Background: an optimization exercise with open tools, aiming at a short achievable clock period and few clock cycles per item. Do not read the settings as production practice. Only simulation tests tie the RTL to the original design; equivalence was not proved. The clock input has no modelled driver; a real chip could not lean on it and would need a root buffer or a full tree. Power figures rest on the tool's default switching activity, not on a simulated workload.

==> flow/design.v (excerpt) <==
module serial_frame_sender_with_resend_unit #(
    parameter int SLOTS       = 16,
    parameter int MAX_PAYLOAD = 15
) (
    input  wire               i_clk,
    input  wire               i_rst_n,
    input  wire               i_in_valid,
    output logic              o_in_ready,
    input  wire               i_req_type,
    input  wire  [sfsr_pkg::BYTE_W-1:0] i_data_byte,
    input  wire               i_last_byte,
    input  wire  [sfsr_pkg::ID_W-1:0]   i_resend_id,
    output logic              o_out_valid,
    input  wire               i_out_ready,
    output logic [sfsr_pkg::BYTE_W-1:0] o_out_byte,
    output logic              o_frame_end,
    output logic              o_error
);
Settings: LEC_CHECK=0, ABC_CLOCK_PERIOD_IN_PS=2000, CAP_MARGIN=20, CORE_MARGIN=2, CORE_UTILIZATION=45, SETUP_SLACK_MARGIN=3.3, SLEW_MARGIN=20, TNS_END_PERCENT=100; clock period 5.5 ns.
standard.sh (not shown) runs the stock make flow with config.mk's settings and CLKGATE_MAP_FILE= SYNTH_SCRIPT=/design/flow/synth_recipe.tcl, a recipe that flattens the netlist after the stock synthesis.
==> flow/flow/run.sh <==
#!/bin/bash
# Own flow: the standard ORFS flow (standard.sh), except that
#  - the clock tree is built by flow/mcts_hook.tcl (a PRE_CTS hook) instead of
#    TritonCTS, and
#  - antenna repair runs with a ratio margin (flow/ant_hook.tcl) and up to 10
#    repair passes after detailed routing.
# make's full output goes to make_finish.log; ORFS writes each step's log
# under orfs/logs.
set -euo pipefail
W=$(pwd)
export PRE_CTS_TCL="$W/flow/mcts_hook.tcl"
export PRE_GLOBAL_ROUTE_TCL="$W/flow/ant_hook.tcl"
export PRE_DETAIL_ROUTE_TCL="$W/flow/ant_hook.tcl"
export MAX_REPAIR_ANTENNAS_ITER_DRT=10
bash standard.sh finish > "$W/make_finish.log" 2>&1
Other scripts of this flow, unchanged in this note and not shown: flow/flow/ant_hook.tcl, flow/flow/mcts_hook.tcl
The baseline ran to the end with no violations.
Testbench counts at the start, summed over its fixed seeds: cycles 41,490, items 41,474.
Rerun with:
--- a/flow/design.v
+++ b/flow/design.v
@@ -40,13 +40,13 @@
     logic [15:0] r_s_rid;
     logic [5:0]   r_ph;
     logic         r_in_packet;
     logic [15:0]  r_id;
     logic [7:0]   r_sum;
     logic [3:0]   r_cnt;
-    logic [15:0]  r_cnt_oh;  
+    logic         r_full;    
     logic         r_rs;      
     logic         r_rb_ld;   
     logic [3:0]   r_rem;
     logic [119:0] r_rbuf;
     logic [15:0][14:0][7:0] r_mem;
     logic [15:0][3:0]       r_len;
@@ -65,13 +65,13 @@
     logic       e_end, e_err;
     logic [5:0] ph_n;
     logic       we, sum_add, sum_init, cnt_inc, open_pkt, close_pkt, shift, set_rs;
     logic       full, src_ok;
     logic [7:0] body_byte;
     assign can       = !r_k_valid;
-    assign full      = r_cnt_oh[15];
+    assign full      = r_full;
     assign src_ok    = r_h_ok;
     assign body_byte = r_ph[P_BODY] ? r_rbuf[7:0] : r_h_data;
     always_comb begin
         emit      = 1'b0;
         pop       = 1'b0;
         e_byte    = 8'h00;
@@ -176,13 +176,13 @@
             r_s_last <= i_last_byte;
             r_s_rid  <= in_rid;
         end
     end
     logic [15:0] valid_n;
     logic        ok_s, ok_i, ok_h;
-    assign valid_n = r_ph[P_CSUM] ? (r_valid | r_dst_oh) : r_valid;
+    assign valid_n = close_pkt ? (r_valid | r_dst_oh) : r_valid;
     assign ok_s    = |(valid_n & r_s_rid);
     assign ok_i    = |(valid_n & in_rid);
     assign ok_h    = |(valid_n & r_h_rid);
     logic [7:0] h_data_n;
     logic [7:0] rb_byte_n;
     assign h_data_n  = h_load ? (r_s_valid ? r_s_data : i_data_byte) : r_h_data;
@@ -233,17 +233,17 @@
     end
     always_ff @(posedge i_clk) begin
         r_idsum <= r_id[15:8] + r_id[7:0];
         if (sum_init) r_sum <= r_idsum;
         else if (sum_add) r_sum <= r_sum + r_add;
         if (sum_init) begin
-            r_cnt    <= 4'd0;
-            r_cnt_oh <= 16'd1;
+            r_cnt  <= 4'd0;
+            r_full <= 1'b0;
         end else if (cnt_inc) begin
-            r_cnt    <= r_cnt + 4'd1;
-            r_cnt_oh <= {r_cnt_oh[14:0], 1'b0};
+            r_cnt  <= r_cnt + 4'd1;
+            r_full <= (r_cnt == 4'd14);
         end
         if (r_ph[P_START]) r_rs <= set_rs;
         r_rb_ld <= ph_n[P_START];
         if (r_rb_ld) begin
             r_rbuf <= slot_rd;
             r_rem  <= len_rd;
@@ -258,13 +258,13 @@
     logic [15:0] r_w_slot;    
     logic [14:0] r_w_idx;
     logic [7:0]  r_w_data;
     always_ff @(posedge i_clk) begin
         if (!i_rst_n) r_w_slot <= '0;
         else          r_w_slot <= we ? r_dst_oh : 16'd0;
-        r_w_idx  <= r_cnt_oh[14:0];
+        r_w_idx  <= 15'(16'd1 << r_cnt);
         r_w_data <= body_byte;
     end
     for (genvar s = 0; s < 16; s++) begin : g_slot
         for (genvar b = 0; b < 15; b++) begin : g_byte
             always_ff @(posedge i_clk) begin
                 if (r_w_slot[s] && r_w_idx[b]) r_mem[s][b] <= r_w_data;
=> The changed run finished with timing, DRC and antenna clean; area after synthesis decreases by 0.57%; cell area decreases by 0.65%; setup slack improved by 33 ps; core utilization decreases by 0.22 points; via count decreases by 1.5%; critical path depth increases by 1; die area decreases by about 0.57%; power decreases by about 0.34%.
Testbench counts after the change, summed over its fixed seeds: cycles 41,490, items 41,474.
In every run of this note, the design's own scripts or RTL, not TritonCTS, make the clock network.

==> separate check: timing with driven ports <==
How much do the figures lean on ideal ports? The routed layouts below were timed once more, with nothing changed but the port constraints.
Step 1 assumes that a clkbuf_16 drives the clock port and a buf_2 every other input.
Step 2 moves the port delays by t, midway between the first and last clock arrival at a register: inputs arrive t later, outputs are due t later. That takes back most of the time a late clock gives input paths.
a / b / c = no drivers / after step 1 / after step 2; a / b = the first two.
run | t (ns) | slack for setup (ns) | worst setup path at the end | worst register clock-pin slew, ns | worst slew at a driven data input, ns
the first run | 0.793 | 3.209 / 3.046 / 2.700 | input to register | 0.11 / 0.11 | 0.05
the second run | 0.783 | 3.242 / 3.073 / 2.780 | input to register | 0.11 / 0.11 | 0.04
After both steps setup and hold are still met in every run listed. For the first run, which loses most, drivers alone change the setup slack by -0.163 ns; drivers and shift together by -0.509 ns.
